Background: an optimization exercise with open tools, aiming at small area, a short achievable clock period and few clock cycles. Do not read the settings as production practice. RTL that was checked went through simulation tests only; none was proved equivalent to the original.

Setup of oak:
==> module mfh_cordic_step, before the edit <==
module mfh_cordic_step #(
	parameter int YW  = 34,
	parameter int SH0 = 1
) (
	input  logic [2:0]                    j,
	input  logic [mfh_pkg::XW-1:0]        x,
	input  logic signed [YW-1:0]          y,
	input  logic signed [mfh_pkg::SW-1:0] s,
	output logic [mfh_pkg::XW-1:0]        x_n,
	output logic signed [YW-1:0]          y_n,
	output logic signed [mfh_pkg::SW-1:0] s_n
);
	localparam int XW = mfh_pkg::XW;
	localparam int SW = mfh_pkg::SW;
	logic                 neg;
	logic signed [YW-1:0] ysh0, ysh;
	logic [XW-1:0]        xsh0, xsh;
	logic [SW-1:0]        t;
	logic signed [XW-1:0] ysh_x;
	logic [XW:0]          x_sum;
	logic [YW:0]          y_sum;
	logic [SW:0]          s_sum;
	assign neg  = y[YW-1];
	assign ysh0 = y >>> SH0;
	assign xsh0 = x >> SH0;
	assign ysh  = ysh0 >>> j;
	assign xsh  = xsh0 >> j;
	assign t    = (SH0 == 1) ? mfh_pkg::atan_a(j) : mfh_pkg::atan_b(j);
	assign ysh_x = ysh;
	assign x_sum = {x, 1'b1} + {ysh_x ^ {XW{neg}}, neg};
	assign y_sum = {y, 1'b1} + {xsh[YW-1:0] ^ {YW{!neg}}, !neg};
	assign s_sum = {s, 1'b1} + {t ^ {SW{neg}}, neg};
	assign x_n = x_sum[XW:1];
	assign y_n = y_sum[YW:1];
	assign s_n = s_sum[SW:1];
endmodule
clock: 7.5 ns
lec_check: 0
abc_area: 1
cap_margin: 20
core_margin: 2
core_utilization: 45
setup_slack_margin: 3.5
slew_margin: 20
run.sh (not shown) runs the stock make flow with config.mk's settings and CLKGATE_MAP_FILE= SYNTH_SCRIPT=/design/flow/synth_recipe.tcl, a recipe that flattens the netlist after the stock synthesis.
Changes in pine relative to oak:
--- a/flow/design.v
+++ b/flow/design.v
@@ -62,6 +62,6 @@
 	localparam int SW = mfh_pkg::SW;
 	logic                 neg;
-	logic signed [YW-1:0] ysh0, ysh;
-	logic [XW-1:0]        xsh0, xsh;
+	logic signed [YW-1:0] yi, ysh0, ysh;
+	logic signed [XW:0]   xi, xsh0, xsh;
 	logic [SW-1:0]        t;
 	logic signed [XW-1:0] ysh_x;
@@ -70,12 +70,14 @@
 	logic [SW:0]          s_sum;
 	assign neg  = y[YW-1];
-	assign ysh0 = y >>> SH0;
-	assign xsh0 = x >> SH0;
+	assign yi   = y ^ {YW{neg}};
+	assign xi   = {1'b0, x} ^ {(XW+1){!neg}};
+	assign ysh0 = yi >>> SH0;
+	assign xsh0 = xi >>> SH0;
 	assign ysh  = ysh0 >>> j;
-	assign xsh  = xsh0 >> j;
+	assign xsh  = xsh0 >>> j;
 	assign t    = (SH0 == 1) ? mfh_pkg::atan_a(j) : mfh_pkg::atan_b(j);
 	assign ysh_x = ysh;
-	assign x_sum = {x, 1'b1} + {ysh_x ^ {XW{neg}}, neg};
-	assign y_sum = {y, 1'b1} + {xsh[YW-1:0] ^ {YW{!neg}}, !neg};
+	assign x_sum = {x, 1'b1} + {ysh_x, neg};
+	assign y_sum = {y, 1'b1} + {xsh[YW-1:0], !neg};
 	assign s_sum = {s, 1'b1} + {t ^ {SW{neg}}, neg};
 	assign x_n = x_sum[XW:1];
Notes after the runs:
Delta (pine minus oak): slew at the pin closest to its max-slew limit +5.3 ps; cell area after layout now smaller.
Delta (pine minus oak): critical path depth decreased by 8 relative to the old numbers, number of well-tap cells placed saw a decrease, first-pass GRT wire length shrank by 2.5%, time the final worst path needs with I/O delays and setup has decreased.
The cell with the largest stage delay on the worst path comes out sky130_fd_sc_hd__dfxtp_4 in one run and sky130_fd_sc_hd__edfxtp_1 in the other, namely in pine and oak respectively.
Diff oak -> pine | all-layer global routing usage | decrease of 0.60 points
The final layout from pine, which completed every stage, passed the timing, DRC and antenna checks at the end of the flow.
In the tables for pine and oak, layout overhead on the synthesized area reads higher with pine.
Testbench counts of pine, summed over its fixed seeds: cycles 7,288.
For oak, only the layout was checked, not whether the RTL still works.

==> afterwards: timing with drivers on the ports <==
The flow's constraints put no driver on any port. The routed layouts listed below were extracted and timed again, unchanged, in two steps.
Step 1: set_driving_cell puts a clkbuf_16 on clk and a buf_2 on each other input, an assumption about the parent block.
Step 2 times the ports against the registers' clock, not the clock port: input delays grow and output delays shrink by t, the midpoint of the rising clock arrivals with the driver on.
a / b / c = ideal / step 1 / step 2; a / b = the first two.
run	t, ns	setup WS [ns]	worst setup path at the end	slew at the worst register clock pin (ns)	worst data-port slew with drivers (ns)
oak	0.671	3.473 / 3.473 / 3.024	input to register	0.06 / 0.06	0.04
pine	0.661	3.623 / 3.623 / 3.060	input to register	0.06 / 0.06	0.05
After both steps every run listed still meets setup and hold. For pine, which loses most, drivers alone change the setup slack by 0.000 ns; drivers and shift together by -0.563 ns.
